From an optimization exercise on the open Yosys and OpenROAD flow, aimed at small area and a short achievable clock period; shortcuts taken in it are not production practice. RTL that was checked went through simulation tests only; none was proved equivalent to the original. The flow treats the clock pin as an ideal source, which a real chip does not have. Power figures rest on the tool's default switching activity, not on a simulated workload.

== run A ==
==> flow/design.v <==
package benes_cfg_sequencer_pkg;
   localparam int SIZE       = 32;
   localparam int SWITCH_NUM = SIZE / 2;
   localparam int STAGE_NUM  = 2 * $clog2(SIZE) - 1;
   localparam int CFG_DEPTH  = 16;
   localparam int AW         = $clog2(CFG_DEPTH);
   localparam int SW         = $clog2(STAGE_NUM);
   localparam int CW         = SWITCH_NUM * STAGE_NUM;
   localparam int SEL_COPIES = 5;
   localparam logic [1:0] ST_IDLE  = 2'd0;
   localparam logic [1:0] ST_RUN   = 2'd1;
   localparam logic [1:0] ST_FLUSH = 2'd2;
endpackage
module benes_cfg_sequencer_ram
(
   input  logic                                              clk,
   input  logic                                              rst_n,
   input  logic                                              wr_en,
   input  logic [benes_cfg_sequencer_pkg::AW-1:0]            wr_idx,
   input  logic [benes_cfg_sequencer_pkg::SW-1:0]            wr_stage,
   input  logic [benes_cfg_sequencer_pkg::SWITCH_NUM-1:0]    wr_data,
   input  logic [benes_cfg_sequencer_pkg::SEL_COPIES*benes_cfg_sequencer_pkg::CFG_DEPTH-1:0] rd_gsel,
   input  logic                                              rd_hold,
   output logic [benes_cfg_sequencer_pkg::CW-1:0]            rd_data
);
   localparam int SWITCH_NUM = benes_cfg_sequencer_pkg::SWITCH_NUM;
   localparam int STAGE_NUM  = benes_cfg_sequencer_pkg::STAGE_NUM;
   localparam int CFG_DEPTH  = benes_cfg_sequencer_pkg::CFG_DEPTH;
   localparam int CW         = benes_cfg_sequencer_pkg::CW;
   logic [CW-1:0] rd_data_d;
   logic [CW-1:0] rd_data_q;
   localparam int NSEL       = benes_cfg_sequencer_pkg::SEL_COPIES;
   genvar e, s;
   generate
      for (s = 0; s < STAGE_NUM; s = s + 1) begin : g_stage
         localparam int G = (s * NSEL) / STAGE_NUM;
         logic [SWITCH_NUM-1:0] mem [CFG_DEPTH];
         logic [SWITCH_NUM-1:0] sel_or [CFG_DEPTH+1];
         assign sel_or[0] = rd_data_q[CW-1-SWITCH_NUM*s -: SWITCH_NUM] & {SWITCH_NUM{rd_hold}};
         for (e = 0; e < CFG_DEPTH; e = e + 1) begin : g_entry
            always_ff @(posedge clk) begin
               if (wr_en && (wr_idx == e) && (wr_stage == s)) begin
                  mem[e] <= wr_data;
               end
            end
            assign sel_or[e+1] = sel_or[e] | (mem[e] & {SWITCH_NUM{rd_gsel[G*CFG_DEPTH+e]}});
         end
         assign rd_data_d[CW-1-SWITCH_NUM*s -: SWITCH_NUM] = sel_or[CFG_DEPTH];
      end
   endgenerate
   always_ff @(posedge clk or negedge rst_n) begin
      if (!rst_n) begin
         rd_data_q <= '0;
      end else begin
         rd_data_q <= rd_data_d;
      end
   end
   assign rd_data = rd_data_q;
endmodule
module benes_cfg_sequencer
(
   input  logic                                              clk,
   input  logic                                              rst_n,
   input  logic                                              i_cfg_wr_en,
   input  logic [benes_cfg_sequencer_pkg::AW-1:0]            i_cfg_wr_idx,
   input  logic [benes_cfg_sequencer_pkg::SW-1:0]            i_cfg_wr_stage,
   input  logic [benes_cfg_sequencer_pkg::SWITCH_NUM-1:0]    i_cfg_wr_data,
   input  logic                                              i_cmd_valid,
   output logic                                              o_cmd_ready,
   input  logic [benes_cfg_sequencer_pkg::AW-1:0]            i_cmd_base,
   input  logic [benes_cfg_sequencer_pkg::AW:0]              i_cmd_len,
   input  logic                                              i_advance,
   input  logic                                              i_abort,
   output logic [benes_cfg_sequencer_pkg::CW-1:0]            o_switch_set,
   output logic                                              o_cfg_valid,
   output logic [benes_cfg_sequencer_pkg::AW-1:0]            o_cfg_idx,
   output logic                                              o_done,
   output logic                                              o_busy
);
   localparam int         AW       = benes_cfg_sequencer_pkg::AW;
   localparam int         DEPTH    = benes_cfg_sequencer_pkg::CFG_DEPTH;
   localparam int         NSEL     = benes_cfg_sequencer_pkg::SEL_COPIES;
   localparam logic [1:0] ST_IDLE  = benes_cfg_sequencer_pkg::ST_IDLE;
   localparam logic [1:0] ST_RUN   = benes_cfg_sequencer_pkg::ST_RUN;
   localparam logic [1:0] ST_FLUSH = benes_cfg_sequencer_pkg::ST_FLUSH;
   logic [1:0]       state_d,     state_q;
   logic [AW-1:0]    rd_ptr_d,    rd_ptr_q;
   logic [AW:0]      remain_d,    remain_q;
   logic             cfg_valid_d, cfg_valid_q;
   logic [AW-1:0]    cfg_idx_d,   cfg_idx_q;
   logic             done_d,      done_q;
   logic             busy_d,      busy_q;
   logic [NSEL*DEPTH-1:0] rd_sel_d, rd_sel_q;
   logic [DEPTH-1:0]      base_hot;
   logic             rd_en;
   logic             accept;
   logic             sel_hold;
   assign rd_en    = (state_q == ST_RUN) && i_advance;
   assign accept   = i_cmd_valid && !busy_q;
   assign sel_hold = !(accept || rd_en);
   always_comb begin
      base_hot             = '0;
      base_hot[i_cmd_base] = 1'b1;
   end
   genvar g;
   generate
      for (g = 0; g < NSEL; g = g + 1) begin : g_sel
         logic [DEPTH-1:0] cur;
         assign cur = rd_sel_q[g*DEPTH +: DEPTH];
         assign rd_sel_d[g*DEPTH +: DEPTH] = (base_hot & {DEPTH{accept}})
                                           | ({cur[DEPTH-2:0], cur[DEPTH-1]} & {DEPTH{rd_en}})
                                           | (cur & {DEPTH{sel_hold}});
      end
   endgenerate
   benes_cfg_sequencer_ram u_ram (
      .clk      (clk),
      .rst_n    (rst_n),
      .wr_en    (i_cfg_wr_en),
      .wr_idx   (i_cfg_wr_idx),
      .wr_stage (i_cfg_wr_stage),
      .wr_data  (i_cfg_wr_data),
      .rd_gsel  (rd_sel_q & {NSEL*DEPTH{rd_en}}),
      .rd_hold  (!rd_en),
      .rd_data  (o_switch_set)
   );
   always_comb begin
      state_d     = state_q;
      rd_ptr_d    = rd_ptr_q;
      remain_d    = remain_q;
      cfg_valid_d = rd_en;
      cfg_idx_d   = rd_en ? rd_ptr_q : cfg_idx_q;
      done_d      = 1'b0;
      case (state_q)
         ST_IDLE: begin
            if (accept) begin
               rd_ptr_d = i_cmd_base;
               remain_d = i_cmd_len;
               if (i_cmd_len == '0) begin
                  state_d = ST_FLUSH;
                  done_d  = 1'b1;
               end else begin
                  state_d = ST_RUN;
               end
            end
         end
         ST_RUN: begin
            if (rd_en) begin
               rd_ptr_d = rd_ptr_q + 1'b1;
               remain_d = remain_q - 1'b1;
               if (remain_q == (AW+1)'(1)) begin
                  state_d = ST_FLUSH;
                  done_d  = 1'b1;
               end
            end
            if (i_abort) begin
               state_d = ST_IDLE;
               done_d  = 1'b0;
            end
         end
         ST_FLUSH: begin
            state_d = ST_IDLE;
         end
         default: begin
            state_d = ST_IDLE;
         end
      endcase
      busy_d      = (state_d != ST_IDLE);
   end
   always_ff @(posedge clk or negedge rst_n) begin
      if (!rst_n) begin
         state_q     <= ST_IDLE;
         rd_ptr_q    <= '0;
         rd_sel_q    <= '0;
         remain_q    <= '0;
         cfg_valid_q <= 1'b0;
         cfg_idx_q   <= '0;
         done_q      <= 1'b0;
         busy_q      <= 1'b0;
      end else begin
         state_q     <= state_d;
         rd_ptr_q    <= rd_ptr_d;
         rd_sel_q    <= rd_sel_d;
         remain_q    <= remain_d;
         cfg_valid_q <= cfg_valid_d;
         cfg_idx_q   <= cfg_idx_d;
         done_q      <= done_d;
         busy_q      <= busy_d;
      end
   end
   assign o_cfg_valid = cfg_valid_q;
   assign o_cfg_idx   = cfg_idx_q;
   assign o_done      = done_q;
   assign o_busy      = busy_q;
   assign o_cmd_ready = !busy_q;
endmodule
clock: 3.0 ns
lec_check: 0
cap_margin: 20
core_margin: 2
core_utilization: 60
slew_margin: 20
standard.sh (not shown) runs the stock make flow with config.mk's settings and CLKGATE_MAP_FILE= SYNTH_SCRIPT=/design/flow/synth_recipe.tcl, a recipe that flattens the netlist after the stock synthesis.
==> flow/flow/run.sh <==
#!/bin/bash
# Own layout flow: the standard ORFS flow (standard.sh, its synthesis unchanged) with
#  - a clock tree built without dummy balancing loads, with larger sink clusters,
#  - the clock root buffer split into quadrant copies fed from the clock port (post_cts.tcl),
#    so every register's clock arrives through one fewer heavily loaded stage, and
#  - the setup repair margin applied only after CTS, once clock latencies are real.
# make's output goes to standard.log; each tool's full log is under orfs/logs/.
set -euo pipefail
here=$(cd "$(dirname "${BASH_SOURCE[0]}")" && pwd)
export OWN_FLOW_DIR=$here
export CTS_ARGS="-sink_clustering_enable -repair_clock_nets -dont_use_dummy_load -sink_clustering_size 25 -sink_clustering_max_diameter 50"
export SKIP_CTS_REPAIR_TIMING=1
export POST_CTS_TCL=$here/post_cts.tcl
export PRE_GLOBAL_ROUTE_TCL=$here/margin.tcl
bash standard.sh > standard.log 2>&1
Other scripts of this flow, unchanged in this note and not shown: flow/flow/margin.tcl, flow/flow/post_cts.tcl, flow/flow/split_root.tcl
Run A: PASS, flow complete, no timing, DRC or antenna violations
Modified inputs, run B compared to run A
--- a/flow/design.v
+++ b/flow/design.v
@@ -5,9 +5,9 @@
    localparam int CFG_DEPTH  = 16;
    localparam int AW         = $clog2(CFG_DEPTH);
    localparam int SW         = $clog2(STAGE_NUM);
    localparam int CW         = SWITCH_NUM * STAGE_NUM;
-   localparam int SEL_COPIES = 5;
+   localparam int SEL_COPIES = 9;
    localparam logic [1:0] ST_IDLE  = 2'd0;
    localparam logic [1:0] ST_RUN   = 2'd1;
    localparam logic [1:0] ST_FLUSH = 2'd2;
 endpackage
[compare] base=run A new=run B: shortest clock period the worst path allows after layout fell 0.18 ns; relative slew slack rose 4.1 points; clock power rose about 3%. Higher design area was reported by run B, not run A. Run A ended up with more cell instances than run B did. Global-route usage is lower on run B. NOTE count of standard-cell rows run A->run B increased slightly. Height of the die, run B vs run A: up slightly. Cmp run B and run A / highest attainable clock frequency / lower: run A. Cmp run B and run A / synthesized cell area / lower: run A.
Only the layout flow was run in run A; the RTL was not checked for function there.

==> separate check: timing with driven ports <==
The results above use ideal ports. As a check the final layouts listed here were re-extracted and re-timed, cells and wires unchanged. Step 1, drivers: a clkbuf_16 drives clk and a buf_2 each remaining input, both assumed. Step 2 moves the port delays by t, midway between the first and last clock arrival at a register: inputs arrive t later, outputs are due t later. That takes back most of the time a late clock gives input paths. Slacks: ideal ports / drivers / drivers and shift; pairs: ideal ports / drivers.
run | t, ns | setup WS [ns] | hold WS [ns] | worst register clock-pin slew, ns
run A | 0.740 | 0.991 / 0.982 / 0.438 | 0.401 / 0.249 / 0.455 | 0.09 / 0.09
run B | 0.758 | 1.168 / 1.020 / 0.488 | 0.303 / 0.149 / 0.473 | 0.09 / 0.09
After both steps every run listed still meets setup and hold. The setup slack of run B, which loses most, moves by -0.148 ns with the drivers and by -0.680 ns with both steps.
